Source: an optimization exercise on an open RTL-to-GDS flow (aim: small area). Production flows keep margins and buffers that such runs may drop.
At most, simulation tests tie the RTL to the original design; equivalence was not proved.
For runs 2 to 4, only the layout was checked, not whether the RTL still works.

<file path="design/flow/design.v">
package xgmii_tx_pkg;
    localparam logic [7:0] xgmii_idle   = 8'h07;
    localparam logic [7:0] xgmii_start  = 8'hfb;
    localparam logic [7:0] xgmii_term   = 8'hfd;
    localparam logic [7:0] xgmii_error  = 8'hfe;
    localparam logic [7:0] eth_preamble = 8'h55;
    localparam logic [7:0] eth_sfd      = 8'hd5;
    localparam logic [31:0] crc_poly = 32'hedb8_8320;   
    function automatic logic [31:0] crc32_byte(logic [31:0] crc, logic [7:0] b);
        logic [31:0] c;
        c = crc ^ {24'h0, b};
        for (int i = 0; i < 8; i++) begin
            if (c[0]) begin
                c = (c >> 1) ^ crc_poly;
            end else begin
                c = c >> 1;
            end
        end
        crc32_byte = c;
    endfunction
endpackage
module crc_xor2 (
    input  logic a_i,
    input  logic b_i,
    output logic y_o
);
    assign y_o = a_i ^ b_i;
endmodule
module crc_xnor2 (
    input  logic a_i,
    input  logic b_i,
    output logic y_o
);
    assign y_o = ~(a_i ^ b_i);
endmodule
module crc_aoi222 (
    input  logic a1_i, a2_i, b1_i, b2_i, c1_i, c2_i,
    output logic y_o
);
    assign y_o = ~((a1_i & a2_i) | (b1_i & b2_i) | (c1_i & c2_i));
endmodule
module crc_nand3 (
    input  logic a_i, b_i, c_i,
    output logic y_o
);
    assign y_o = ~(a_i & b_i & c_i);
endmodule
module crc32_step (
    input  logic [7:0]  x_i,     
    input  logic [7:0]  xn_i,    
    input  logic [31:8] c_i,     
    input  logic [7:0]  n_i,     
    output logic [7:0]  x_o,     
    output logic [7:0]  xn_o,    
    output logic [31:0] c_o      
);
    logic a_p03, a_p01, a_r2, a_p12, a_r3, a_p26, a_r4, a_p13, a_p47, a_r5, a_p45, a_p56, a_r7, b_q8, b_q9, b_q10, b_q11, b_q12, b_q13, b_q14, b_q15, b_q16, b_q17, b_q18, b_q19, b_q20, b_q21, b_s13_0, b_s13_1, b_s15_0, b_s17_0, b_s17_1, b_s18_0, b_s19_0, b_s19_1, b_s21_0, b_s22_0, b_s27_0, e0, e1, e2, e3, e4, e5, e6, e7;
    crc_xor2 u0 (.a_i(x_i[0]), .b_i(x_i[3]), .y_o(a_p03));
    crc_xor2 u1 (.a_i(x_i[0]), .b_i(x_i[1]), .y_o(a_p01));
    crc_xor2 u2 (.a_i(a_p01), .b_i(x_i[4]), .y_o(a_r2));
    crc_xor2 u3 (.a_i(x_i[1]), .b_i(x_i[2]), .y_o(a_p12));
    crc_xor2 u4 (.a_i(a_p12), .b_i(x_i[5]), .y_o(a_r3));
    crc_xor2 u5 (.a_i(x_i[2]), .b_i(x_i[6]), .y_o(a_p26));
    crc_xor2 u6 (.a_i(a_p03), .b_i(a_p26), .y_o(a_r4));
    crc_xor2 u7 (.a_i(x_i[1]), .b_i(x_i[3]), .y_o(a_p13));
    crc_xor2 u8 (.a_i(x_i[4]), .b_i(x_i[7]), .y_o(a_p47));
    crc_xor2 u9 (.a_i(a_p13), .b_i(a_p47), .y_o(a_r5));
    crc_xor2 u10 (.a_i(x_i[4]), .b_i(x_i[5]), .y_o(a_p45));
    crc_xor2 u11 (.a_i(x_i[5]), .b_i(x_i[6]), .y_o(a_p56));
    crc_xor2 u12 (.a_i(a_p56), .b_i(x_i[0]), .y_o(a_r7));
    crc_xor2 u13 (.a_i(xn_i[1]), .b_i(xn_i[6]), .y_o(b_q8));
    crc_xor2 u14 (.a_i(xn_i[0]), .b_i(xn_i[4]), .y_o(b_q9));
    crc_xor2 u15 (.a_i(xn_i[2]), .b_i(xn_i[3]), .y_o(b_q10));
    crc_xor2 u16 (.a_i(xn_i[5]), .b_i(xn_i[7]), .y_o(b_q11));
    crc_xor2 u17 (.a_i(xn_i[0]), .b_i(b_q8), .y_o(b_q12));
    crc_xor2 u18 (.a_i(xn_i[3]), .b_i(xn_i[4]), .y_o(b_q13));
    crc_xor2 u19 (.a_i(xn_i[5]), .b_i(b_q9), .y_o(b_q14));
    crc_xor2 u20 (.a_i(xn_i[2]), .b_i(b_q8), .y_o(b_q15));
    crc_xor2 u21 (.a_i(xn_i[2]), .b_i(b_q11), .y_o(b_q16));
    crc_xor2 u22 (.a_i(xn_i[5]), .b_i(b_q10), .y_o(b_q17));
    crc_xor2 u23 (.a_i(xn_i[6]), .b_i(xn_i[7]), .y_o(b_q18));
    crc_xor2 u24 (.a_i(xn_i[7]), .b_i(b_q8), .y_o(b_q19));
    crc_xor2 u25 (.a_i(b_q9), .b_i(b_q10), .y_o(b_q20));
    crc_xor2 u26 (.a_i(b_q13), .b_i(b_q18), .y_o(b_q21));
    crc_xor2 u27 (.a_i(xn_i[0]), .b_i(xn_i[1]), .y_o(b_s13_0));
    crc_xor2 u28 (.a_i(xn_i[5]), .b_i(b_s13_0), .y_o(b_s13_1));
    crc_xor2 u29 (.a_i(xn_i[7]), .b_i(b_q10), .y_o(b_s15_0));
    crc_xor2 u30 (.a_i(xn_i[1]), .b_i(xn_i[3]), .y_o(b_s17_0));
    crc_xor2 u31 (.a_i(b_q14), .b_i(b_s17_0), .y_o(b_s17_1));
    crc_xor2 u32 (.a_i(b_q14), .b_i(b_q15), .y_o(b_s18_0));
    crc_xor2 u33 (.a_i(b_q8), .b_i(b_q10), .y_o(b_s19_0));
    crc_xor2 u34 (.a_i(b_q11), .b_i(b_s19_0), .y_o(b_s19_1));
    crc_xor2 u35 (.a_i(xn_i[4]), .b_i(b_q16), .y_o(b_s21_0));
    crc_xor2 u36 (.a_i(xn_i[6]), .b_i(b_q17), .y_o(b_s22_0));
    crc_xor2 u37 (.a_i(b_q9), .b_i(b_q16), .y_o(c_o[24]));
    crc_xnor2 u38 (.a_i(b_q12), .b_i(b_q17), .y_o(c_o[25]));
    crc_xor2 u39 (.a_i(b_q19), .b_i(b_q20), .y_o(c_o[26]));
    crc_xor2 u40 (.a_i(xn_i[1]), .b_i(b_q11), .y_o(b_s27_0));
    crc_xor2 u41 (.a_i(b_q13), .b_i(b_s27_0), .y_o(c_o[27]));
    crc_xnor2 u42 (.a_i(xn_i[6]), .b_i(b_q14), .y_o(c_o[28]));
    crc_xor2 u43 (.a_i(b_q11), .b_i(b_q12), .y_o(c_o[29]));
    crc_xnor2 u44 (.a_i(xn_i[7]), .b_i(b_q12), .y_o(c_o[30]));
    crc_xnor2 u45 (.a_i(xn_i[1]), .b_i(xn_i[7]), .y_o(c_o[31]));
    crc_xnor2 u46 (.a_i(c_i[16]), .b_i(b_q19), .y_o(c_o[8]));
    crc_xnor2 u47 (.a_i(c_i[17]), .b_i(xn_i[7]), .y_o(c_o[9]));
    crc_xnor2 u48 (.a_i(c_i[18]), .b_i(xn_i[2]), .y_o(c_o[10]));
    crc_xnor2 u49 (.a_i(c_i[19]), .b_i(xn_i[3]), .y_o(c_o[11]));
    crc_xor2 u50 (.a_i(c_i[20]), .b_i(b_q9), .y_o(c_o[12]));
    crc_xnor2 u51 (.a_i(c_i[21]), .b_i(b_s13_1), .y_o(c_o[13]));
    crc_xnor2 u52 (.a_i(c_i[22]), .b_i(b_q15), .y_o(c_o[14]));
    crc_xnor2 u53 (.a_i(c_i[23]), .b_i(b_s15_0), .y_o(c_o[15]));
    crc_xor2 u54 (.a_i(c_i[24]), .b_i(b_q20), .y_o(c_o[16]));
    crc_xnor2 u55 (.a_i(c_i[25]), .b_i(b_s17_1), .y_o(c_o[17]));
    crc_xor2 u56 (.a_i(c_i[26]), .b_i(b_s18_0), .y_o(c_o[18]));
    crc_xor2 u57 (.a_i(c_i[27]), .b_i(b_s19_1), .y_o(c_o[19]));
    crc_xor2 u58 (.a_i(c_i[28]), .b_i(b_q21), .y_o(c_o[20]));
    crc_xor2 u59 (.a_i(c_i[29]), .b_i(b_s21_0), .y_o(c_o[21]));
    crc_xor2 u60 (.a_i(c_i[30]), .b_i(b_s22_0), .y_o(c_o[22]));
    crc_xor2 u61 (.a_i(c_i[31]), .b_i(b_q21), .y_o(c_o[23]));
    crc_xor2 u62 (.a_i(c_i[8]), .b_i(n_i[0]), .y_o(e0));
    crc_xnor2 u63 (.a_i(e0), .b_i(x_i[2]), .y_o(x_o[0]));
    crc_xnor2 u64 (.a_i(e0), .b_i(x_i[2]), .y_o(xn_o[0]));
    crc_xor2 u65 (.a_i(xn_o[0]), .b_i(n_i[0]), .y_o(c_o[0]));
    crc_xor2 u66 (.a_i(c_i[9]), .b_i(n_i[1]), .y_o(e1));
    crc_xor2 u67 (.a_i(e1), .b_i(a_p03), .y_o(x_o[1]));
    crc_xor2 u68 (.a_i(e1), .b_i(a_p03), .y_o(xn_o[1]));
    crc_xor2 u69 (.a_i(xn_o[1]), .b_i(n_i[1]), .y_o(c_o[1]));
    crc_xor2 u70 (.a_i(c_i[10]), .b_i(n_i[2]), .y_o(e2));
    crc_xnor2 u71 (.a_i(e2), .b_i(a_r2), .y_o(x_o[2]));
    crc_xnor2 u72 (.a_i(e2), .b_i(a_r2), .y_o(xn_o[2]));
    crc_xor2 u73 (.a_i(xn_o[2]), .b_i(n_i[2]), .y_o(c_o[2]));
    crc_xor2 u74 (.a_i(c_i[11]), .b_i(n_i[3]), .y_o(e3));
    crc_xnor2 u75 (.a_i(e3), .b_i(a_r3), .y_o(x_o[3]));
    crc_xnor2 u76 (.a_i(e3), .b_i(a_r3), .y_o(xn_o[3]));
    crc_xor2 u77 (.a_i(xn_o[3]), .b_i(n_i[3]), .y_o(c_o[3]));
    crc_xor2 u78 (.a_i(c_i[12]), .b_i(n_i[4]), .y_o(e4));
    crc_xor2 u79 (.a_i(e4), .b_i(a_r4), .y_o(x_o[4]));
    crc_xor2 u80 (.a_i(e4), .b_i(a_r4), .y_o(xn_o[4]));
    crc_xor2 u81 (.a_i(xn_o[4]), .b_i(n_i[4]), .y_o(c_o[4]));
    crc_xor2 u82 (.a_i(c_i[13]), .b_i(n_i[5]), .y_o(e5));
    crc_xor2 u83 (.a_i(e5), .b_i(a_r5), .y_o(x_o[5]));
    crc_xor2 u84 (.a_i(e5), .b_i(a_r5), .y_o(xn_o[5]));
    crc_xor2 u85 (.a_i(xn_o[5]), .b_i(n_i[5]), .y_o(c_o[5]));
    crc_xor2 u86 (.a_i(c_i[14]), .b_i(n_i[6]), .y_o(e6));
    crc_xor2 u87 (.a_i(e6), .b_i(a_p45), .y_o(x_o[6]));
    crc_xor2 u88 (.a_i(e6), .b_i(a_p45), .y_o(xn_o[6]));
    crc_xor2 u89 (.a_i(xn_o[6]), .b_i(n_i[6]), .y_o(c_o[6]));
    crc_xor2 u90 (.a_i(c_i[15]), .b_i(n_i[7]), .y_o(e7));
    crc_xnor2 u91 (.a_i(e7), .b_i(a_r7), .y_o(x_o[7]));
    crc_xnor2 u92 (.a_i(e7), .b_i(a_r7), .y_o(xn_o[7]));
    crc_xor2 u93 (.a_i(xn_o[7]), .b_i(n_i[7]), .y_o(c_o[7]));
endmodule
module crc32_step_last (
    input  logic [7:0]  x_i,     
    input  logic [7:0]  xn_i,    
    input  logic [31:8] c_i,     
    output logic [31:0] c_o      
);
    logic a_p03, a_p01, a_r2, a_p12, a_r3, a_p26, a_r4, a_p13, a_p47, a_r5, a_p45, a_p56, a_r7, b_q8, b_q9, b_q10, b_q11, b_q12, b_q13, b_q14, b_q15, b_q16, b_q17, b_q18, b_q19, b_q20, b_q21, b_s13_0, b_s13_1, b_s15_0, b_s17_0, b_s17_1, b_s18_0, b_s19_0, b_s19_1, b_s21_0, b_s22_0, b_s27_0;
    crc_xor2 u0 (.a_i(x_i[0]), .b_i(x_i[3]), .y_o(a_p03));
    crc_xor2 u1 (.a_i(x_i[0]), .b_i(x_i[1]), .y_o(a_p01));
    crc_xor2 u2 (.a_i(a_p01), .b_i(x_i[4]), .y_o(a_r2));
    crc_xor2 u3 (.a_i(x_i[1]), .b_i(x_i[2]), .y_o(a_p12));
    crc_xor2 u4 (.a_i(a_p12), .b_i(x_i[5]), .y_o(a_r3));
    crc_xor2 u5 (.a_i(x_i[2]), .b_i(x_i[6]), .y_o(a_p26));
    crc_xor2 u6 (.a_i(a_p03), .b_i(a_p26), .y_o(a_r4));
    crc_xor2 u7 (.a_i(x_i[1]), .b_i(x_i[3]), .y_o(a_p13));
    crc_xor2 u8 (.a_i(x_i[4]), .b_i(x_i[7]), .y_o(a_p47));
    crc_xor2 u9 (.a_i(a_p13), .b_i(a_p47), .y_o(a_r5));
    crc_xor2 u10 (.a_i(x_i[4]), .b_i(x_i[5]), .y_o(a_p45));
    crc_xor2 u11 (.a_i(x_i[5]), .b_i(x_i[6]), .y_o(a_p56));
    crc_xor2 u12 (.a_i(a_p56), .b_i(x_i[0]), .y_o(a_r7));
    crc_xor2 u13 (.a_i(xn_i[1]), .b_i(xn_i[6]), .y_o(b_q8));
    crc_xor2 u14 (.a_i(xn_i[0]), .b_i(xn_i[4]), .y_o(b_q9));
    crc_xor2 u15 (.a_i(xn_i[2]), .b_i(xn_i[3]), .y_o(b_q10));
    crc_xor2 u16 (.a_i(xn_i[5]), .b_i(xn_i[7]), .y_o(b_q11));
    crc_xor2 u17 (.a_i(xn_i[0]), .b_i(b_q8), .y_o(b_q12));
    crc_xor2 u18 (.a_i(xn_i[3]), .b_i(xn_i[4]), .y_o(b_q13));
    crc_xor2 u19 (.a_i(xn_i[5]), .b_i(b_q9), .y_o(b_q14));
    crc_xor2 u20 (.a_i(xn_i[2]), .b_i(b_q8), .y_o(b_q15));
    crc_xor2 u21 (.a_i(xn_i[2]), .b_i(b_q11), .y_o(b_q16));
    crc_xor2 u22 (.a_i(xn_i[5]), .b_i(b_q10), .y_o(b_q17));
    crc_xor2 u23 (.a_i(xn_i[6]), .b_i(xn_i[7]), .y_o(b_q18));
    crc_xor2 u24 (.a_i(xn_i[7]), .b_i(b_q8), .y_o(b_q19));
    crc_xor2 u25 (.a_i(b_q9), .b_i(b_q10), .y_o(b_q20));
    crc_xor2 u26 (.a_i(b_q13), .b_i(b_q18), .y_o(b_q21));
    crc_xor2 u27 (.a_i(xn_i[0]), .b_i(xn_i[1]), .y_o(b_s13_0));
    crc_xor2 u28 (.a_i(xn_i[5]), .b_i(b_s13_0), .y_o(b_s13_1));
    crc_xor2 u29 (.a_i(xn_i[7]), .b_i(b_q10), .y_o(b_s15_0));
    crc_xor2 u30 (.a_i(xn_i[1]), .b_i(xn_i[3]), .y_o(b_s17_0));
    crc_xor2 u31 (.a_i(b_q14), .b_i(b_s17_0), .y_o(b_s17_1));
    crc_xor2 u32 (.a_i(b_q14), .b_i(b_q15), .y_o(b_s18_0));
    crc_xor2 u33 (.a_i(b_q8), .b_i(b_q10), .y_o(b_s19_0));
    crc_xor2 u34 (.a_i(b_q11), .b_i(b_s19_0), .y_o(b_s19_1));
    crc_xor2 u35 (.a_i(xn_i[4]), .b_i(b_q16), .y_o(b_s21_0));
    crc_xor2 u36 (.a_i(xn_i[6]), .b_i(b_q17), .y_o(b_s22_0));
    crc_xor2 u37 (.a_i(b_q9), .b_i(b_q16), .y_o(c_o[24]));
    crc_xnor2 u38 (.a_i(b_q12), .b_i(b_q17), .y_o(c_o[25]));
    crc_xor2 u39 (.a_i(b_q19), .b_i(b_q20), .y_o(c_o[26]));
    crc_xor2 u40 (.a_i(xn_i[1]), .b_i(b_q11), .y_o(b_s27_0));
    crc_xor2 u41 (.a_i(b_q13), .b_i(b_s27_0), .y_o(c_o[27]));
    crc_xnor2 u42 (.a_i(xn_i[6]), .b_i(b_q14), .y_o(c_o[28]));
    crc_xor2 u43 (.a_i(b_q11), .b_i(b_q12), .y_o(c_o[29]));
    crc_xnor2 u44 (.a_i(xn_i[7]), .b_i(b_q12), .y_o(c_o[30]));
    crc_xnor2 u45 (.a_i(xn_i[1]), .b_i(xn_i[7]), .y_o(c_o[31]));
    crc_xnor2 u46 (.a_i(c_i[16]), .b_i(b_q19), .y_o(c_o[8]));
    crc_xnor2 u47 (.a_i(c_i[17]), .b_i(xn_i[7]), .y_o(c_o[9]));
    crc_xnor2 u48 (.a_i(c_i[18]), .b_i(xn_i[2]), .y_o(c_o[10]));
    crc_xnor2 u49 (.a_i(c_i[19]), .b_i(xn_i[3]), .y_o(c_o[11]));
    crc_xor2 u50 (.a_i(c_i[20]), .b_i(b_q9), .y_o(c_o[12]));
    crc_xnor2 u51 (.a_i(c_i[21]), .b_i(b_s13_1), .y_o(c_o[13]));
    crc_xnor2 u52 (.a_i(c_i[22]), .b_i(b_q15), .y_o(c_o[14]));
    crc_xnor2 u53 (.a_i(c_i[23]), .b_i(b_s15_0), .y_o(c_o[15]));
    crc_xor2 u54 (.a_i(c_i[24]), .b_i(b_q20), .y_o(c_o[16]));
    crc_xnor2 u55 (.a_i(c_i[25]), .b_i(b_s17_1), .y_o(c_o[17]));
    crc_xor2 u56 (.a_i(c_i[26]), .b_i(b_s18_0), .y_o(c_o[18]));
    crc_xor2 u57 (.a_i(c_i[27]), .b_i(b_s19_1), .y_o(c_o[19]));
    crc_xor2 u58 (.a_i(c_i[28]), .b_i(b_q21), .y_o(c_o[20]));
    crc_xor2 u59 (.a_i(c_i[29]), .b_i(b_s21_0), .y_o(c_o[21]));
    crc_xor2 u60 (.a_i(c_i[30]), .b_i(b_s22_0), .y_o(c_o[22]));
    crc_xor2 u61 (.a_i(c_i[31]), .b_i(b_q21), .y_o(c_o[23]));
    crc_xnor2 u62 (.a_i(c_i[8]), .b_i(x_i[2]), .y_o(c_o[0]));
    crc_xor2 u63 (.a_i(c_i[9]), .b_i(a_p03), .y_o(c_o[1]));
    crc_xnor2 u64 (.a_i(c_i[10]), .b_i(a_r2), .y_o(c_o[2]));
    crc_xnor2 u65 (.a_i(c_i[11]), .b_i(a_r3), .y_o(c_o[3]));
    crc_xor2 u66 (.a_i(c_i[12]), .b_i(a_r4), .y_o(c_o[4]));
    crc_xor2 u67 (.a_i(c_i[13]), .b_i(a_r5), .y_o(c_o[5]));
    crc_xor2 u68 (.a_i(c_i[14]), .b_i(a_p45), .y_o(c_o[6]));
    crc_xnor2 u69 (.a_i(c_i[15]), .b_i(a_r7), .y_o(c_o[7]));
endmodule
module crc32_d64 (
    input  logic [31:0] inv_i,     
    input  logic [63:0] beat_i,
    input  logic [7:0]  sel_i,     
    input  logic        hold_i,
    output logic [31:0] inv_o
);
    logic [31:0] chain [9];
    logic [31:0] rot   [9];
    logic [31:0] p0, p1, p2;
    logic [7:0]  x  [8];     
    logic [7:0]  xn [8];     
    assign chain[0] = inv_i;
    for (genvar j = 0; j < 8; j++) begin : g_x0
        crc_xor2 u  (.a_i(inv_i[j]), .b_i(beat_i[j]), .y_o(x[0][j]));
        crc_xor2 un (.a_i(inv_i[j]), .b_i(beat_i[j]), .y_o(xn[0][j]));
    end
    for (genvar i = 0; i < 7; i++) begin : g_step
        crc32_step step (
            .x_i  (x[i]),
            .xn_i (xn[i]),
            .c_i  (chain[i][31:8]),
            .n_i  (beat_i[8*(i+1) +: 8]),
            .x_o  (x[i+1]),
            .xn_o (xn[i+1]),
            .c_o  (chain[i+1])
        );
    end
    crc32_step_last step7 (
        .x_i  (x[7]),
        .xn_i (xn[7]),
        .c_i  (chain[7][31:8]),
        .c_o  (chain[8])
    );
    always_comb begin
        rot[0] = '0;
        for (int n = 1; n <= 8; n++) begin
            for (int p = 0; p < 4; p++) begin
                rot[n][8*p +: 8] = chain[n][8*((p - n) & 3) +: 8];
            end
        end
    end
    for (genvar b = 0; b < 32; b++) begin : g_sel
        crc_aoi222 s0 (.a1_i(sel_i[0]), .a2_i(rot[1][b]), .b1_i(sel_i[1]), .b2_i(rot[2][b]),
                       .c1_i(sel_i[2]), .c2_i(rot[3][b]), .y_o(p0[b]));
        crc_aoi222 s1 (.a1_i(sel_i[3]), .a2_i(rot[4][b]), .b1_i(sel_i[4]), .b2_i(rot[5][b]),
                       .c1_i(sel_i[5]), .c2_i(rot[6][b]), .y_o(p1[b]));
        crc_aoi222 s2 (.a1_i(sel_i[6]), .a2_i(rot[7][b]), .b1_i(sel_i[7]), .b2_i(rot[8][b]),
                       .c1_i(hold_i),   .c2_i(inv_i[b]),  .y_o(p2[b]));
        crc_nand3  s3 (.a_i(p0[b]), .b_i(p1[b]), .c_i(p2[b]), .y_o(inv_o[b]));
    end
endmodule
module xgmii_ao221 (
    input  logic a1_i, a2_i, b1_i, b2_i, c1_i,
    output logic y_o
);
    assign y_o = (a1_i & a2_i) | (b1_i & b2_i) | c1_i;
endmodule
module xgmii_tail_pack (
    input  logic        start_i,
    input  logic        data_i,
    input  logic        tail_i,
    input  logic        term_i,
    input  logic        err_i,
    input  logic [7:0]  keep_i,
    input  logic [63:0] beat_i,    
    input  logic [31:0] fcs_i,     
    output logic [63:0] d_o,
    output logic [7:0]  c_o
);
    logic       tail_ok, tail_err;
    logic [7:0] sel_d, sel_r, is_t, is_i;
    logic [7:0] ch [8];
    assign tail_ok  = tail_i & ~err_i;
    assign tail_err = tail_i & err_i;
    always_comb begin
        for (int j = 0; j < 8; j++) begin
            sel_d[j] = data_i | (tail_ok & keep_i[j]) | (tail_err && j >= 1 && j <= 6);
            sel_r[j] = tail_ok & ~keep_i[j] & ((j < 4) ? 1'b1 : keep_i[(j+4)%8]);
            if (j < 4) sel_r[j] = sel_r[j] | (term_i & keep_i[j+4]);
            if (j < 4) begin
                is_t[j] = term_i & keep_i[j+3] & ~keep_i[(j+4)%8];
            end else if (j == 4) begin
                is_t[j] = term_i & keep_i[7];
            end else begin
                is_t[j] = tail_ok & keep_i[j-5] & ~keep_i[j-4];
            end
            if (j == 7) is_t[j] = is_t[j] | tail_err;
            is_i[j] = ~(sel_d[j] | sel_r[j] | is_t[j] | start_i | (tail_err && j == 0));
        end
        for (int j = 0; j < 8; j++) begin
            ch[j] = ({8{is_i[j]}} & xgmii_tx_pkg::xgmii_idle) |
                    ({8{is_t[j]}} & xgmii_tx_pkg::xgmii_term);
        end
        ch[0] = ch[0] | ({8{start_i}} & xgmii_tx_pkg::xgmii_start) |
                        ({8{tail_err}} & xgmii_tx_pkg::xgmii_error);
        for (int j = 1; j < 7; j++) ch[j] = ch[j] | ({8{start_i}} & xgmii_tx_pkg::eth_preamble);
        ch[7] = ch[7] | ({8{start_i}} & xgmii_tx_pkg::eth_sfd);
        for (int j = 0; j < 8; j++) begin
            c_o[j] = ~(sel_d[j] | sel_r[j] | (start_i && j != 0));
        end
    end
    for (genvar j = 0; j < 8; j++) begin : g_lane
        for (genvar b = 0; b < 8; b++) begin : g_bit
            xgmii_ao221 o (.a1_i(sel_d[j]), .a2_i(beat_i[8*j+b]), .b1_i(sel_r[j]),
                           .b2_i(fcs_i[8*(j%4)+b]), .c1_i(ch[j][b]), .y_o(d_o[8*j+b]));
        end
    end
endmodule
module tx_frame_ctrl (
    input  logic       rst,
    input  logic       tvalid_i,
    input  logic       tlast_i,
    input  logic       err_i,
    input  logic [7:0] keep_i,
    input  logic       tready_i,
    input  logic       start_i,     
    input  logic       data_i,      
    input  logic       last_i,      
    input  logic       tail_i,      
    input  logic       term_i,      
    output logic       tready_o,
    output logic       start_o,
    output logic       data_o,
    output logic       last_o,
    output logic       tail_o,
    output logic       term_o,
    output logic [7:0] sel_o,       
    output logic       hold_o       
);
    logic accept;
    logic beat;      
    logic more;      
    assign accept = tvalid_i & tready_i;
    assign beat   = start_i | data_i;
    assign more   = tail_i & ~err_i & keep_i[3];
    assign start_o  = ~rst & accept & ~beat;
    assign data_o   = ~rst & accept & beat;
    assign last_o   = ~rst & accept & tlast_i;
    assign tail_o   = ~rst & last_i;
    assign term_o   = ~rst & more;
    assign tready_o = ~rst & (tready_i ? ~(accept & tlast_i) : ~(last_i | more));
    always_comb begin
        for (int k = 0; k < 7; k++) begin
            sel_o[k] = beat & last_i & keep_i[k] & ~keep_i[k+1];
        end
        sel_o[7] = beat & (~last_i | keep_i[7]);
    end
    assign hold_o = tail_i | term_i;
endmodule
module axis_xgmii_tx (
    input  logic        clk,
    input  logic        rst,
    input  logic [63:0] tdata_i,
    input  logic [7:0]  tkeep_i,
    input  logic        tvalid_i,
    input  logic        tlast_i,
    input  logic        tuser_i,
    output logic        tready_o,
    output logic [63:0] xgmii_d_o,
    output logic [7:0]  xgmii_c_o
);
    logic [63:0] d1_q;      
    logic [63:0] d2_q;      
    logic [31:0] crc_q;     
    logic [31:0] crc_d;
    logic [7:1]  keep_q;    
    logic        err_q;
    logic        tready_q, start_q, data_q, last_q, tail_q, term_q;
    logic        tready_d, start_d, data_d, last_d, tail_d, term_d;
    logic        hold;
    logic [7:0]  sel;
    tx_frame_ctrl ctrl0 (
        .rst      (rst),
        .tvalid_i (tvalid_i),
        .tlast_i  (tlast_i),
        .err_i    (err_q),
        .keep_i   ({keep_q, 1'b1}),
        .tready_i (tready_q),
        .start_i  (start_q),
        .data_i   (data_q),
        .last_i   (last_q),
        .tail_i   (tail_q),
        .term_i   (term_q),
        .tready_o (tready_d),
        .start_o  (start_d),
        .data_o   (data_d),
        .last_o   (last_d),
        .tail_o   (tail_d),
        .term_o   (term_d),
        .sel_o    (sel),
        .hold_o   (hold)
    );
    crc32_d64 crc0 (
        .inv_i  (crc_q),
        .beat_i (d1_q),
        .sel_i  (sel),
        .hold_i (hold),
        .inv_o  (crc_d)
    );
    xgmii_tail_pack pack0 (
        .start_i (start_q),
        .data_i  (data_q),
        .tail_i  (tail_q),
        .term_i  (term_q),
        .err_i   (err_q),
        .keep_i  ({keep_q, 1'b1}),
        .beat_i  (d2_q),
        .fcs_i   (crc_q),
        .d_o     (xgmii_d_o),
        .c_o     (xgmii_c_o)
    );
    assign tready_o = tready_q;
    always_ff @(posedge clk) begin
        d1_q     <= tdata_i;
        d2_q     <= d1_q;
        crc_q    <= crc_d;
        tready_q <= tready_d;
        start_q  <= start_d;
        data_q   <= data_d;
        last_q   <= last_d;
        tail_q   <= tail_d;
        term_q   <= term_d;
    end
    always_ff @(posedge clk) begin
        if (tready_q) begin
            keep_q <= tkeep_i[7:1];
            err_q  <= tuser_i;
        end
    end
endmodule
</file>
<file path="design/flow/flow/run.sh">
#!/bin/bash
# Layout: the standard flow (standard synthesis unchanged), with the input and
# output port buffers made of the smallest plain buffer cell, and timing-driven global
# placement keeping only the resizer changes made once the placement has spread out.
set -euo pipefail
export BUFFER_PORTS_ARGS="-buffer_cell sky130_fd_sc_hd__buf_1"
export GPL_KEEP_OVERFLOW=0.3
bash standard.sh > standard_flow.log 2>&1
</file>
<file path="design/flow/standard.sh">
#!/bin/bash
# synth_recipe.tcl (not shown) runs the flow's synth.tcl, then flattens the netlist and writes it again
# the make line also repeats each setting of config.mk as NAME=value (left out here)
make -C /OpenROAD-flow-scripts/flow DESIGN_CONFIG=/design/flow/config.mk WORK_HOME=/design/flow/orfs CLKGATE_MAP_FILE= SYNTH_SCRIPT=/design/flow/synth_recipe.tcl "${@:-finish}"
</file>
<file path="design/flow/config.mk">
export PLATFORM = sky130hd
export DESIGN_NAME = axis_xgmii_tx
export DESIGN_NICKNAME = axis_xgmii_tx
export VERILOG_FILES = /design/flow/design.v
export SDC_FILE = /design/flow/constraint.sdc
export NUM_CORES = 4
export LEC_CHECK = 0
export CAP_MARGIN = 20
export CORE_MARGIN = 2
export CORE_UTILIZATION = 55
export CTS_BUF_LIST = sky130_fd_sc_hd__clkbuf_8
export GPL_TIMING_DRIVEN = 1
export SETUP_SLACK_MARGIN = 0.05
export SLEW_MARGIN = 20
export SYNTH_HIERARCHICAL = 1
</file>
<file path="design/flow/constraint.sdc">
create_clock -name core_clock -period 9.0 [get_ports {clk}]
set_input_delay 1.8000 -clock core_clock [delete_from_list [all_inputs] [get_ports {clk}]]
set_output_delay 1.8000 -clock core_clock [all_outputs]
set_load 0.01 [all_outputs]
</file>
==> results.ini, run 1 <==
[synthesis]
async_reset_ff_share_pct = 0
synth_edf_count = 8
syn-cell-area_um2 = 12600
synthCells = 1234
ys.flop_type = dfxtp_1
synthDistinctLibCells = 39
ys_seq_area_share_pct = 28.3
synth-seq-cells = 174
yosysWarnings = 18
avgSynthCellArea_um2 = 10.2

[drt]
vias_per_cell = 6.16
vias = 11194
drt-wirelength-per-cell_um = 26.1
drcViolationCount = 0
drt-initial-drc-count = 1558
firstDrtPassIters = 8
final_antenna_net_count = 0
routed_wl_mm = 47.4

[clocking]
cts_buffers = 17
cts-htree-levels = 4
cts.sinks = 174
cts.clk_slew.worst_paths_ns = 0.12
post-cts-setup-buffers = 0
cts_tree = done
cts.path.max_buffers = 2
root_buffer = clkbuf_8
insertion_delay_ns = 0.48

[setup_path]
crit_required_ns = 9.36
cp_max_fo = 5
path_common_cell = xor2_1
crit_slowest_cell = dfxtp_1
cp-start-kind = flop
crit_path_end_kind = flop
critical_path_class = flop to flop
crit_arrival_ns = 8.99
max_stage_delay_ns = 0.53

[timing]
fin_crit_sh_pct = 95.9
final_max_slew_viol_count = 0
hold_viol = 0
fin_worst_skew_ns = 0.0242
relSlewSlack_pct = 14.6
max_clock_freq_mhz = 116
rsz0062_at_grt = no
fin_crit_ns = 8.63
tns_ns = 0
setup_viol = 0
tightest_slew_ns = 1.28

[global_route]
first_global_vias = 10525
grt-ovfl-total = 0
track_usage_pct = 38.4
antenna_found_initial = 0
grt_max_degree = 33
grt_pass1_wl_mm = 67.5

[die]
die_y_um = 155
num_io_pins = 150
core_area_um2 = 22600
rows = 55
die_w_um = 155
start_util_pct = 55.7
fp.dieArea_um2 = 24100

[finish]
final_cell_mix = xor2_1 (586), dfxtp_1 (166), xnor2_1 (153)
syn_to_final_growth_pct = 18.2
nNetsFinal = 1595
final_common_cell = xor2_1
drive_above_1_share_pct = 11.4
post-route-cell-area_um2 = 14900

[run_status]
outcome = finished clean

[placed_design]
dpl.hpwl_mm = 37.0
port_buffers = 148
place_area_um2 = 14400
gp_congestion = 1.06

[run]
cap_violations = 0

[min_path]
worstHoldPathType = flop to flop

## layout make-up
| class | instances | area [um2] |
|---|---|---|
| Multi-Input combinational cell | 1052 | 9060 |
| Fill cell | 2011 | 7710 |
| Sequential cell | 174 | 3560 |
| Timing Repair Buffer | 269 | 1460 |
| Tap cell | 285 | 357 |
| Clock buffer | 17 | 234 |
| Clock inverter | 14 | 166 |
| Inverter | 4 | 15.0 |
| Antenna cell | 1 | 2.50 |
## final timing paths
check / end / slack [ns] / cells past startpoint / startpoint
setup / recovery: crc_q[18] / 0.37 / 26 / crc_q[4]
hold / removal: d2_q[55] / 0.41 / 0 / d1_q[55]
setup reg to reg: crc_q[18] / 0.37 / 26 / crc_q[4]
hold reg to reg: d2_q[55] / 0.41 / 0 / d1_q[55]
## per-stage QoR
stage / hold slack, ns / util (%) / std cells / worst slack, ns
after floorplan: 0.373 / - / 1238 / 1.35
after global placement: 0.396 / 63.9 / 1784 / 0.822
after detailed placement: 0.388 / 63.9 / 1784 / 0.714
after CTS: 0.410 / 65.7 / 1815 / 0.638
after global routing: 0.420 / 65.8 / 1815 / 0.0438
final: 0.410 / 65.9 / 1816 / 0.370
## Yosys cell counts (5+ instances only)
| cell | count | area (um2) |
|---|---|---|
| nor2b_1 | 5 | 31.3 |
| nor3b_2 | 6 | 75.1 |
| nand3_1 | 32 | 160 |
| nand2b_1 | 11 | 68.8 |
| edfxtp_1 | 8 | 240 |
| a222oi_1 | 96 | 961 |
| o21ai_0 | 15 | 75.1 |
| xor2_1 | 588 | 5150 |
| dfxtp_1 | 166 | 3320 |
| xnor2_1 | 156 | 1370 |
| nand2_1 | 10 | 37.5 |
| a221o_1 | 64 | 641 |
| nor2_1 | 24 | 90.1 |
## worst max-delay path: cells and delay by family (launching register included)
| kind | cells | cell delay (ns) |
|---|---|---|
| XOR/XNOR | 23 | 7.43 |
| AO/OA/AOI/OAI | 1 | 0.27 |
| AND/OR/NAND/NOR | 1 | 0.11 |
| flip-flops | 1 | 0.53 |
| buffers and inverters | 1 | 0.18 |
## routing by layer
metal  track usage (%)  share of wire (%)  vias to the layer above
li1                  -                  -                     4990
met1              52.2                 41                     5358
met2              57.8                 42                      730
met3              7.41                 11                      116
met4              20.1                6.0                        0
met5                 0                  0                        -
## Yosys stat by module (local to each module, per instance), excerpt
module | copies in the design | cells | flip-flops and latches | cell area (um2)
axis_xgmii_tx | 1 | 175 | 174 | 3570
crc_aoi222 | 96 | 1 | 0 | 10.0
crc_nand3 | 32 | 1 | 0 | 5.00
crc_xnor2 | 156 | 1 | 0 | 8.76
crc_xor2 | 588 | 1 | 0 | 8.76
tx_frame_ctrl | 1 | 24 | 0 | 176
xgmii_ao221 | 64 | 1 | 0 | 10.0
xgmii_tail_pack | 1 | 99 | 0 | 552
## flip-flops by register name (all words and copies together), names as in the netlist
| signal | count |
|---|---|
| last_q | 1 |
| data_q | 1 |
| start_q | 1 |
| crc_q | 32 |
| tail_q | 1 |
| keep_q | 7 |
| term_q | 1 |
| tready_q | 1 |
| err_q | 1 |
| d1_q | 64 |
| d2_q | 64 |
## cell families (layout without fill, tap and decap cells)
kind of cell / after synthesis / in the layout / synth area share, %
xor gates and xnor gates: 744 / 744 / 51.8
AOI/OAI and AO/OA: 192 / 192 / 14.4
buffers and inverters: 12 / 304 / 0.428
other: 1 / 6 / 0.0298
and+or+nand+nor: 111 / 111 / 5.01
DFF: 174 / 174 / 28.3
## what timing repair did
action | in CTS | in global routing
gates resized for setup | 0 | 5
endpoints found under the setup margin | 0 | 7
hold buffers | 0 | 0
==> run 2: changes to the inputs <==
--- a/design/flow/design.v
+++ b/design/flow/design.v
@@ -301,29 +301,32 @@
     logic       tail_ok, tail_err;
-    logic [7:0] sel_d, sel_r, is_t, is_i;
-    logic [7:0] ch [8];
+    logic [8:0] k;                   
+    logic [7:0] sel_d, sel_r;        
+    logic [7:0] is_t;                
+    logic [7:0] is_i;                
+    logic [7:0] ch [8];              
     assign tail_ok  = tail_i & ~err_i;
     assign tail_err = tail_i & err_i;
+    assign k        = {1'b0, keep_i};
     always_comb begin
         for (int j = 0; j < 8; j++) begin
-            sel_d[j] = data_i | (tail_ok & keep_i[j]) | (tail_err && j >= 1 && j <= 6);
-            sel_r[j] = tail_ok & ~keep_i[j] & ((j < 4) ? 1'b1 : keep_i[(j+4)%8]);
-            if (j < 4) sel_r[j] = sel_r[j] | (term_i & keep_i[j+4]);
-            if (j < 4) begin
-                is_t[j] = term_i & keep_i[j+3] & ~keep_i[(j+4)%8];
-            end else if (j == 4) begin
-                is_t[j] = term_i & keep_i[7];
-            end else begin
-                is_t[j] = tail_ok & keep_i[j-5] & ~keep_i[j-4];
-            end
-            if (j == 7) is_t[j] = is_t[j] | tail_err;
-            is_i[j] = ~(sel_d[j] | sel_r[j] | is_t[j] | start_i | (tail_err && j == 0));
+            if (j == 0)      sel_d[j] = data_i | tail_ok;
+            else if (j == 7) sel_d[j] = data_i | (tail_ok & k[7]);
+            else             sel_d[j] = data_i | tail_err | (tail_ok & k[j]);
+            if (j == 0)      sel_r[j] = term_i & k[4];
+            else if (j < 4)  sel_r[j] = (tail_ok & ~k[j]) | (term_i & k[j+4]);
+            else             sel_r[j] = tail_ok & ~k[j] & k[j-4];
+            if (j < 4)       is_t[j] = term_i & k[j+3] & ~k[j+4];
+            else if (j == 4) is_t[j] = term_i & k[7];
+            else if (j < 7)  is_t[j] = tail_ok & k[j-5] & ~k[j-4];
+            else             is_t[j] = (tail_ok & k[2] & ~k[3]) | tail_err;
+            is_i[j] = ~(sel_d[j] | sel_r[j] | is_t[j] | start_i | (j == 0 && tail_err));
         end
-        for (int j = 0; j < 8; j++) begin
-            ch[j] = ({8{is_i[j]}} & xgmii_tx_pkg::xgmii_idle) |
-                    ({8{is_t[j]}} & xgmii_tx_pkg::xgmii_term);
+        ch[0] = ({8{is_i[0]}} & xgmii_tx_pkg::xgmii_idle) | ({8{is_t[0]}} & xgmii_tx_pkg::xgmii_term) |
+                ({8{tail_err}} & xgmii_tx_pkg::xgmii_error) | ({8{start_i}} & xgmii_tx_pkg::xgmii_start);
+        for (int j = 1; j < 7; j++) begin
+            ch[j] = ({8{is_i[j]}} & xgmii_tx_pkg::xgmii_idle) | ({8{is_t[j]}} & xgmii_tx_pkg::xgmii_term) |
+                    ({8{start_i}} & xgmii_tx_pkg::eth_preamble);
         end
-        ch[0] = ch[0] | ({8{start_i}} & xgmii_tx_pkg::xgmii_start) |
-                        ({8{tail_err}} & xgmii_tx_pkg::xgmii_error);
-        for (int j = 1; j < 7; j++) ch[j] = ch[j] | ({8{start_i}} & xgmii_tx_pkg::eth_preamble);
-        ch[7] = ch[7] | ({8{start_i}} & xgmii_tx_pkg::eth_sfd);
+        ch[7] = ({8{is_i[7]}} & xgmii_tx_pkg::xgmii_idle) | ({8{is_t[7]}} & xgmii_tx_pkg::xgmii_term) |
+                ({8{start_i}} & xgmii_tx_pkg::eth_sfd);
         for (int j = 0; j < 8; j++) begin
==> design/flow/flow/run.sh (replaced) <==
#!/bin/bash
# Layout: the standard flow (standard synthesis unchanged), with the input and
# output port buffers made of the smallest plain buffer cell.
set -euo pipefail
export BUFFER_PORTS_ARGS="-buffer_cell sky130_fd_sc_hd__buf_1"
bash standard.sh > standard_flow.log 2>&1
==> run 2 against run 1 <==
  * Via count shrank 1.7%
  * Clock-buffer cell count stayed put
  * Sequential share of layout area rose by 0.36 points
  * Cell count down 2.0%
  * Largest cell class unchanged
  * Routed wire length down 0.27%
  * Non-clock buffer count is 32 lower
  * Register-to-register slack improved by 0.03 ns
==> results.ini, run 2 <==
[setup_path]
crit_family = XOR/XNOR gates
crit_required_ns = 9.35  ; about the same
r2r_setup_slack_ns = 0.40  ; +0.03 ns
path_common_cell = xor2_1
cp-start-kind = flop
cp-startpoint = crc_q[7]
max_stage_delay_ns = 0.58  ; +0.05 ns
cp_max_fo = 5  ; unchanged
crit_path_end_kind = flop
path_buf_inv = 1  ; unchanged
critical_path_class = flop to flop
r2r_start = crc_q[7]
r2r-end = crc_q[18]
crit_slowest_cell = dfxtp_1
rr_worst_depth = 27  ; +3.8%
crit_arrival_ns = 8.95  ; -0.04 ns

[finish]
final_common_cell = xor2_1
fill_cells = 1991  ; -0.99%
n_antenna_cell = 0  ; -1
post-route-cell-area_um2 = 14600  ; -1.5%
nNetsFinal = 1559  ; -2.3%
final_cell_mix = xor2_1 (582), dfxtp_1 (166), xnor2_1 (151)
biggestRegsByFlops = d1_q: 64 flops, d2_q: 64 flops, crc_q: 32 flops
drive_above_1_share_pct = 10.2  ; -1.2 points
syn_to_final_growth_pct = 16.6

[placed_design]
gp_congestion = 0.964  ; -9.3%
dpl_worst_slack_ns = 0.493  ; -0.220 ns
port_buffers = 148  ; unchanged
place_area_um2 = 14200  ; -1.9%
dpl.hpwl_mm = 37.0  ; +0.10%

[synthesis]
yosysMostFrequentCell = xor2_1
ys_seq_area_share_pct = 28.4  ; about the same
ys.flop_type = dfxtp_1
synth_commonest_cells = xor2_1 (588), dfxtp_1 (166), xnor2_1 (156)
synth.area.top_cells = xor2_1 (41%), dfxtp_1 (26%), xnor2_1 (11%)
synth_edf_count = 8  ; unchanged
synth_top_area_share_pct = 41.0  ; about the same
async_reset_ff_share_pct = 0  ; unchanged
yosysWarnings = 18  ; unchanged
synth_top_area_cell = xor2_1
synth-seq-cells = 174  ; unchanged
synthCells = 1230  ; -0.32%
avgSynthCellArea_um2 = 10.2  ; +0.23%
synthDistinctLibCells = 38  ; -2.6%
syn-cell-area_um2 = 12600  ; about the same

[timing]
relSlewSlack_pct = 24.4  ; +9.8 points
rsz0062_at_grt = no
fin_crit_ns = 8.60  ; -0.0324 ns
tightest_slew_ns = 1.13  ; -0.149 ns
hold_viol = 0  ; unchanged
layout_setup_ws_ns = 0.402  ; +0.0324 ns
fin_worst_skew_ns = 0.0199  ; -0.00433 ns
final_max_slew_viol_count = 0  ; unchanged
hold_ws_ns = 0.398  ; -0.0123 ns
tns_ns = 0  ; unchanged
fin_crit_sh_pct = 95.5  ; -0.36 points
max_clock_freq_mhz = 116  ; +0.38%
setup_viol = 0  ; unchanged

[clocking]
root_buffer = clkbuf_8
cts.sinks = 174  ; unchanged
cts.path.max_buffers = 2  ; unchanged
cts.clk_slew.worst_paths_ns = 0.12  ; about the same
cts_tree = done
insertion_delay_ns = 0.48  ; about the same
cts_buffers = 17  ; unchanged
cts-htree-levels = 4  ; unchanged

[die]
rows = 55  ; unchanged
core_area_um2 = 22500  ; -0.30%
die_y_um = 155  ; about the same
die_w_um = 155  ; about the same
fp.dieArea_um2 = 24100  ; about the same
start_util_pct = 55.8  ; +0.11 points
num_io_pins = 150  ; unchanged

[global_route]
grt_pass1_wl_mm = 67.3  ; -0.27%
grt_max_degree = 33  ; unchanged
first_global_vias = 10397  ; -1.2%
antenna_found_initial = 0  ; unchanged
grt-ovfl-total = 0  ; unchanged
track_usage_pct = 38.6  ; +0.18 points

[min_path]
worstHoldEndpoint = d2_q[47]
hold_start = d1_q[47]
hold_path_depth = 0  ; unchanged
worstHoldPathType = flop to flop

[run]
cap_violations = 0  ; unchanged

[run_status]
outcome = finished clean

[drt]
drt-initial-drc-count = 1707  ; +9.6%
firstDrtPassIters = 7  ; -1
drt-wirelength-per-cell_um = 26.5  ; +1.7%
routed_wl_mm = 47.2  ; -0.27%
drcViolationCount = 0  ; unchanged
final_antenna_net_count = 0  ; unchanged
vias = 11006  ; -1.7%
vias_per_cell = 6.18  ; +0.31%

run 2: cell types whose count changed in the layout (fill, tap and decap cells not counted), moves of 3 or more:
| cell | before | now |
|---|---|---|
| o21ai_0 | 14 | 10 |
| xor2_1 | 586 | 582 |
| inv_8 | 7 | 3 |
| xor2_2 | 2 | 6 |
| clkinv_8 | 1 | 4 |
| buf_4 | 121 | 89 |
run 2: cells by family (layout without fill, tap and decap cells):
family,Yosys count,in the layout,share of synthesized area (%)
compound gates,187,187,14.2
flops,174,174,28.4
other cells,1,4,0.0299
simple gates,112,112,5.14
xor+xnor,744,744,51.9
buf+inv,12,274,0.428
run 2: timing repair:
action	in CTS	in global routing
resized for setup	0	11
hold buffers	0	0
setup buffers	0	0
setup endpoints to repair	0	11
run 2: cell type report:
cell class                      count  area (um2)  area share (%)
Multi-Input combinational cell   1047        9080            62.0
Tap cell                          285         357            2.43
Clock inverter                     15         171            1.17
Sequential cell                   174        3560            24.3
Clock buffer                       17         234            1.60
Timing Repair Buffer              237        1220            8.36
Inverter                            5        18.8           0.128
run 2: modules after synthesis (local to each module, per instance), a selection:
module / cells / times used
xgmii_ao221: 1 / 64
xgmii_tail_pack: 95 / 1
tx_frame_ctrl: 24 / 1
crc_xor2: 1 / 588
crc_nand3: 1 / 32
crc_xnor2: 1 / 156
run 2: worst max-delay path by stage:
stage / endpoint / slack (ns) / cells after the start
after floorplan: crc_q[21] / 1.35 / 26
after global placement: crc_q[18] / 0.65 / 27
after detailed placement: crc_q[18] / 0.49 / 27
after CTS: crc_q[18] / 0.40 / 27
after global routing: crc_q[18] / 0.05 / 27
final: crc_q[18] / 0.40 / 27
run 2: through the flow:
stage | utilization, % | std cells
3_3_place_gp | 62.9 | 1748
3_5_place_dp | 62.9 | 1748
2_1_floorplan | - | 1233
6_report | 65.1 | 1780
5_1_grt | 65.1 | 1780
4_1_cts | 64.7 | 1780
run 2: metal layers:
layer / part of all wire, % / global-route usage (%) / wire length [um]
met5: 0 / 0 / 0
met4: 5.6 / 19.7 / 2630
met3: 10 / 6.60 / 4700
met2: 43 / 58.1 / 20300
met1: 42 / 53.1 / 19600
==> run 3: changes to the inputs <==
--- a/design/flow/config.mk
+++ b/design/flow/config.mk
@@ -12,3 +12,3 @@
 export GPL_TIMING_DRIVEN = 1
-export SETUP_SLACK_MARGIN = 0.05
+export SETUP_SLACK_MARGIN = 0.0
 export SLEW_MARGIN = 20
==> run 3 against run 2 <==
  * Still clean on timing, DRC and antenna
  * Global-route usage is the same
  * Non-clock buffer count is the same
  * Cell count is the same
  * Via count grew 0.38%
  * First-iteration DRC count shrank 2.1%
  * Critical path depth is the same
  * Die area is the same
  * Register-to-register slack lost 0.07 ns
  * Hold slack is essentially flat
  * Maximum frequency shrank 0.84%
  * Highest routed layer unchanged
==> results.ini, run 3 <==
[placed_design]
gp_congestion = 0.964  ; unchanged
place_area_um2 = 14200  ; unchanged
port_buffers = 148  ; unchanged
dpl.hpwl_mm = 37.0  ; unchanged
place_inst = 1748  ; unchanged

[clocking]
cts_buffers = 17  ; unchanged
cts.sinks = 174  ; unchanged
root_buffer = clkbuf_8
cts.path.max_buffers = 2  ; unchanged
cts_hold_buf = 0  ; unchanged
insertion_delay_ns = 0.48  ; about the same
cts-htree-levels = 4  ; unchanged
cts_resized = 0  ; unchanged
post-cts-setup-buffers = 0  ; unchanged
cts_tree = done
cts.clk_slew.worst_paths_ns = 0.11  ; about the same

[setup_path]
cp_max_fo = 4  ; -1
critical_path_class = flop to flop
crit_required_ns = 9.35  ; about the same
cp-start-kind = flop
crit_arrival_ns = 9.02  ; +0.07 ns
crit_path_end_kind = flop

[synthesis]
synthCells = 1230  ; unchanged
ys_seq_area_share_pct = 28.4  ; unchanged
yosysMostFrequentCell = xor2_1
synth_commonest_cells = xor2_1 (588), dfxtp_1 (166), xnor2_1 (156)
synth-seq-cells = 174  ; unchanged
avgSynthCellArea_um2 = 10.2  ; unchanged
synthDistinctLibCells = 38  ; unchanged
ys.flop_type = dfxtp_1
synth_top_area_cell = xor2_1
synth.area.top_cells = xor2_1 (41%), dfxtp_1 (26%), xnor2_1 (11%)
synth_edf_count = 8  ; unchanged
yosysWarnings = 18  ; unchanged
syn-cell-area_um2 = 12600  ; unchanged
synth_top_area_share_pct = 41.0  ; unchanged
async_reset_ff_share_pct = 0  ; unchanged

[drt]
vias_per_cell = 6.21  ; +0.38%
final_antenna_net_count = 0  ; unchanged
routed_wl_mm = 47.1  ; -0.23%
firstDrtPassIters = 12  ; +5
vias = 11048  ; +0.38%
drt-wirelength-per-cell_um = 26.5  ; -0.23%
drt-initial-drc-count = 1671  ; -2.1%
drcViolationCount = 0  ; unchanged

[timing]
fin_crit_sh_pct = 96.3  ; +0.81 points
tns_ns = 0  ; unchanged
setup_viol = 0  ; unchanged
max_clock_freq_mhz = 115  ; -0.84%
relSlewSlack_pct = 24.3  ; -0.047 points
hold_viol = 0  ; unchanged
fin_worst_skew_ns = 0.0203  ; +0.000382 ns
final_max_slew_viol_count = 0  ; unchanged
tightest_slew_ns = 1.13  ; +0.000697 ns
rsz0062_at_grt = no
fin_crit_ns = 8.67  ; +0.0733 ns

[die]
core_area_um2 = 22500  ; unchanged
num_io_pins = 150  ; unchanged
die_y_um = 155  ; unchanged
fp.dieArea_um2 = 24100  ; unchanged
rows = 55  ; unchanged
start_util_pct = 55.8  ; unchanged
die_w_um = 155  ; unchanged

[finish]
drive_above_1_share_pct = 9.90  ; -0.27 points
biggestRegsByFlops = d1_q: 64 flops, d2_q: 64 flops, crc_q: 32 flops
syn_to_final_growth_pct = 16.4
final_cell_mix = xor2_1 (584), dfxtp_1 (166), xnor2_1 (153)
final_common_cell = xor2_1
nNetsFinal = 1559  ; unchanged
n_antenna_cell = 0  ; unchanged
instances_no_fill = 1780  ; unchanged
fill_cells = 1992  ; +0.050%
post-route-cell-area_um2 = 14600  ; -0.20%

[min_path]
worstHoldPathType = flop to flop

[global_route]
grt_max_degree = 33  ; unchanged
grt_pass1_wl_mm = 67.3  ; unchanged
grt-ovfl-total = 0  ; unchanged
track_usage_pct = 38.6  ; unchanged
first_global_vias = 10397  ; unchanged
antenna_found_initial = 0  ; unchanged

[run_status]
outcome = finished clean

[run]
cap_violations = 0  ; unchanged

==> run 3: cell types whose count changed in the layout (fill, tap and decap cells not counted) <==
cell / previous run / this run
xor2_1: 582 / 584
xnor2_1: 151 / 153
xnor2_2: 5 / 3
xor2_2: 6 / 4
==> run 3: area by class of cell <==
| cell class | count | area (um2) | share of cell area, % |
|---|---|---|---|
| clock inverters | 15 | 171 | 1.17 |
| repair buffers | 237 | 1220 | 8.37 |
| multi-input cells | 1047 | 9050 | 61.9 |
| inverters | 5 | 18.8 | 0.128 |
| flip-flops and latches | 174 | 3560 | 24.4 |
| clock buffers | 17 | 234 | 1.60 |
| well taps | 285 | 357 | 2.44 |
==> run 3: per-stage QoR <==
step | hold WS, ns | setup WS [ns] | utilization, %
2_1_floorplan | 0.373 | 1.35 | -
3_3_place_gp | 0.385 | 0.652 | 62.9
3_5_place_dp | 0.383 | 0.493 | 62.9
4_1_cts | 0.399 | 0.400 | 64.7
5_1_grt | 0.410 | 0.00787 | 64.9
6_report | 0.398 | 0.329 | 64.9
==> run 3: kinds of logic (layout without fill, tap and decap cells) <==
family                 count (synthesis)  count (layout)  share of synthesized area, %
XOR/XNOR                             744             744                          51.9
other                                  1               4                        0.0299
AO/OA/AOI/OAI                        187             187                          14.2
flip-flops                           174             174                          28.4
AND/OR/NAND/NOR                      112             112                          5.14
buffers and inverters                 12             274                         0.428
==> run 3: path summary, 6_finish.rpt <==
check	slack, ns	from	depth (start not counted)	to
worst min-delay path	0.40	d1_q[47]	0	d2_q[47]
worst max-delay path	0.33	crc_q[1]	27	crc_q[18]
worst min register to register	0.40	d1_q[47]	0	d2_q[47]
worst max register to register	0.33	crc_q[1]	27	crc_q[18]
==> run 3: per-module statistics from Yosys, one instance, submodules excluded, excerpt <==
| module | cell area (um2) | cells |
|---|---|---|
| axis_xgmii_tx | 3570 | 175 |
| xgmii_tail_pack | 539 | 95 |
| tx_frame_ctrl | 176 | 24 |
| crc_aoi222 | 10.0 | 1 |
| xgmii_ao221 | 10.0 | 1 |
| crc_xnor2 | 8.76 | 1 |
| crc_xor2 | 8.76 | 1 |
| crc_nand3 | 5.00 | 1 |
==> run 3: routing by layer <==
| layer | part of all wire, % | track usage (%) | vias up |
|---|---|---|---|
| met3 | 9.8 | 6.60 | 106 |
| met1 | 42 | 53.1 | 5313 |
| met4 | 5.6 | 19.7 | 0 |
| met2 | 43 | 58.1 | 728 |
| li1 | - | - | 4901 |
| met5 | 0 | 0 | - |
==> run 3: worst max-delay path, cell delays in order (launching register included) <==
cell and delay [ns]:
dfxtp_1 0.44, xor2_1 0.34, xor2_1 0.21, xor2_1 0.34
xnor2_2 0.25, xor2_1 0.24, xor2_1 0.34, xor2_1 0.39
xor2_1 0.22, xor2_1 0.34, xor2_1 0.45, xor2_1 0.19
xnor2_1 0.52, xor2_1 0.40, xor2_1 0.30, xor2_1 0.45
xor2_1 0.21, xor2_1 0.41, xor2_1 0.37, xor2_1 0.30
xor2_1 0.33, xor2_1 0.39, buf_4 0.21, xor2_1 0.26
xor2_1 0.12, xor2_1 0.18, a222oi_1 0.23, nand3_1 0.11
==> run 4: changes to the inputs <==
--- a/design/flow/config.mk
+++ b/design/flow/config.mk
@@ -10,5 +10,5 @@
 export CORE_UTILIZATION = 55
-export CTS_BUF_LIST = sky130_fd_sc_hd__clkbuf_8
+export CTS_BUF_LIST = sky130_fd_sc_hd__clkbuf_4 sky130_fd_sc_hd__clkbuf_8
 export GPL_TIMING_DRIVEN = 1
-export SETUP_SLACK_MARGIN = 0.0
+export SETUP_SLACK_MARGIN = 0.05
 export SLEW_MARGIN = 20
==> run 4 against run 3 <==
  * Synthesized cell count unchanged
  * Flip-flop and latch count unchanged
  * Routed wire length increased by 0.23%
  * Die area unchanged
==> results.ini, run 4 <==
[clocking]
cts_buffers = 17  ; unchanged
cts_tree = done
insertion_delay_ns = 0.48  ; about the same
cts.clk_slew.worst_paths_ns = 0.12  ; about the same
root_buffer = clkbuf_8
cts.sinks = 174  ; unchanged
cts-htree-levels = 4  ; unchanged
cts.path.max_buffers = 2  ; unchanged

[setup_path]
rr_worst_depth = 27  ; unchanged
crit_path_end_kind = flop
cp-start-kind = flop
r2r_setup_slack_ns = 0.40  ; +0.07 ns
r2r_start = crc_q[7]
crit_arrival_ns = 8.95  ; -0.07 ns
path_common_cell = xor2_1
critical_path_class = flop to flop
cp-startpoint = crc_q[7]
cp_max_fo = 5  ; +1
crit_required_ns = 9.35  ; about the same
path_buf_inv = 1  ; unchanged
max_stage_delay_ns = 0.58  ; +0.06 ns
r2r-end = crc_q[18]
crit_family = XOR/XNOR gates
crit_slowest_cell = dfxtp_1

[synthesis]
synth-seq-cells = 174  ; unchanged
ys.flop_type = dfxtp_1
synth_commonest_cells = xor2_1 (588), dfxtp_1 (166), xnor2_1 (156)
synthDistinctLibCells = 38  ; unchanged
synthCells = 1230  ; unchanged
synth.area.top_cells = xor2_1 (41%), dfxtp_1 (26%), xnor2_1 (11%)
synth_top_area_share_pct = 41.0  ; unchanged
ys_seq_area_share_pct = 28.4  ; unchanged
avgSynthCellArea_um2 = 10.2  ; unchanged
synth_edf_count = 8  ; unchanged
synth_top_area_cell = xor2_1
syn-cell-area_um2 = 12600  ; unchanged
yosysMostFrequentCell = xor2_1
yosysWarnings = 18  ; unchanged
async_reset_ff_share_pct = 0  ; unchanged

[drt]
drcViolationCount = 0  ; unchanged
firstDrtPassIters = 7  ; -5
vias = 11006  ; -0.38%
routed_wl_mm = 47.2  ; +0.23%
final_antenna_net_count = 0  ; unchanged
vias_per_cell = 6.18  ; -0.38%
drt-wirelength-per-cell_um = 26.5  ; +0.23%
drt-initial-drc-count = 1707  ; +2.2%

[min_path]
hold_start = d1_q[47]
hold_path_depth = 0  ; unchanged
worstHoldEndpoint = d2_q[47]
worstHoldPathType = flop to flop

[die]
rows = 55  ; unchanged
num_io_pins = 150  ; unchanged
die_y_um = 155  ; unchanged
core_area_um2 = 22500  ; unchanged
start_util_pct = 55.8  ; unchanged
die_w_um = 155  ; unchanged
fp.dieArea_um2 = 24100  ; unchanged

[global_route]
grt-ovfl-total = 0  ; unchanged
track_usage_pct = 38.6  ; unchanged
grt_max_degree = 33  ; unchanged
grt_pass1_wl_mm = 67.3  ; unchanged
first_global_vias = 10397  ; unchanged
antenna_found_initial = 0  ; unchanged

[timing]
rsz0062_at_grt = no
final_max_slew_viol_count = 0  ; unchanged
relSlewSlack_pct = 24.4  ; +0.047 points
tightest_slew_ns = 1.13  ; -0.000697 ns
setup_viol = 0  ; unchanged
hold_viol = 0  ; unchanged
max_clock_freq_mhz = 116  ; +0.85%
fin_worst_skew_ns = 0.0199  ; -0.000382 ns
tns_ns = 0  ; unchanged
fin_crit_ns = 8.60  ; -0.0733 ns
fin_crit_sh_pct = 95.5  ; -0.81 points
hold_ws_ns = 0.398  ; +0.000297 ns

[finish]
post-route-cell-area_um2 = 14600  ; +0.21%
fill_cells = 1991  ; -0.050%
biggestRegsByFlops = d1_q: 64 flops, d2_q: 64 flops, crc_q: 32 flops
final_common_cell = xor2_1
n_antenna_cell = 0  ; unchanged
nNetsFinal = 1559  ; unchanged
instances_no_fill = 1780  ; unchanged
final_cell_mix = xor2_1 (582), dfxtp_1 (166), xnor2_1 (151)
syn_to_final_growth_pct = 16.6
drive_above_1_share_pct = 10.2  ; +0.27 points

[run_status]
outcome = finished clean

[placed_design]
place_inst = 1748  ; unchanged
dpl.hpwl_mm = 37.0  ; unchanged
gp_congestion = 0.964  ; unchanged
port_buffers = 148  ; unchanged
place_area_um2 = 14200  ; unchanged

[run]
cap_violations = 0  ; unchanged

[run 4: cell counts after synthesis]
Identical to the previous run, type by type.
[run 4: kinds of logic after synthesis]
logic type                Yosys count  share of synthesized area (%)
xor gates and xnor gates          744                           51.9
and+or+nand+nor                   112                           5.14
DFF                               174                           28.4
AOI/OAI and AO/OA                 187                           14.2
other                               1                         0.0299
buffers and inverters              12                          0.428
[run 4: cell type report]
cell class / count / area, um2 / area share, %
Sequential cell: 174 / 3560 / 24.3
Clock inverter: 15 / 171 / 1.17
Tap cell: 285 / 357 / 2.43
Multi-Input combinational cell: 1047 / 9080 / 62.0
Inverter: 5 / 18.8 / 0.128
Timing Repair Buffer: 237 / 1220 / 8.36
Clock buffer: 17 / 234 / 1.60
[run 4: modules after synthesis, one instance, submodules excluded, excerpt]
module	area (um2)	cells inside
xgmii_tail_pack	539	95
xgmii_ao221	10.0	1
crc_nand3	5.00	1
crc_xor2	8.76	1
crc_xnor2	8.76	1
axis_xgmii_tx	3570	175
tx_frame_ctrl	176	24
crc_aoi222	10.0	1
[run 4: what timing repair did]
action                     in CTS  in global routing
setup endpoints to repair       0                 11
buffers inserted                0                  0
resized for setup               0                 11
hold buffers                    0                  0
[run 4: per-layer routing]
layer	part of all wire (%)	GRT usage [%]	up-vias
li1	-	-	4901
met1	42	53.1	5261
met2	43	58.1	746
met3	10	6.60	98
met4	5.6	19.7	0
met5	0	0	-
[run 4: how the worst max path moves through the flow]
stage                endpoint  slack [ns]  cells past startpoint
finish              crc_q[18]        0.40                     27
floorplan           crc_q[21]        1.35                     26
CTS                 crc_q[18]        0.40                     27
global route        crc_q[18]        0.05                     27
global placement    crc_q[18]        0.65                     27
detailed placement  crc_q[18]        0.49                     27
[run 4: stage by stage]
step           util, %  setup WS [ns]
6_report          65.1          0.402
5_1_grt           65.1         0.0533
4_1_cts           64.7          0.400
3_5_place_dp      62.9          0.493
3_3_place_gp      62.9          0.652
2_1_floorplan        -           1.35

[what the ideal ports hide]
The results above use ideal ports. As a check the final layouts listed here were re-extracted and re-timed, cells and wires unchanged. Step 1 assumes that a clkbuf_16 drives the clock port and a buf_2 every other input. Step 2 times the ports against the registers' clock, not the clock port: input delays grow and output delays shrink by t, the midpoint of the rising clock arrivals with the driver on. Three values: ideal ports, drivers, drivers and shift; two values: the first two.
run | t (ns) | setup WS [ns] | worst setup path at the end | pins driven straight from the clock port
run 1 | 0.515 | 0.370 / 0.370 / 0.370 | register to register | 1
run 2 | 0.520 | 0.402 / 0.402 / 0.402 | register to register | 1
run 3 | 0.518 | 0.329 / 0.329 / 0.329 | register to register | 1
run 4 | 0.520 | 0.402 / 0.402 / 0.402 | register to register | 1
After both steps setup and hold are still met in every run listed.
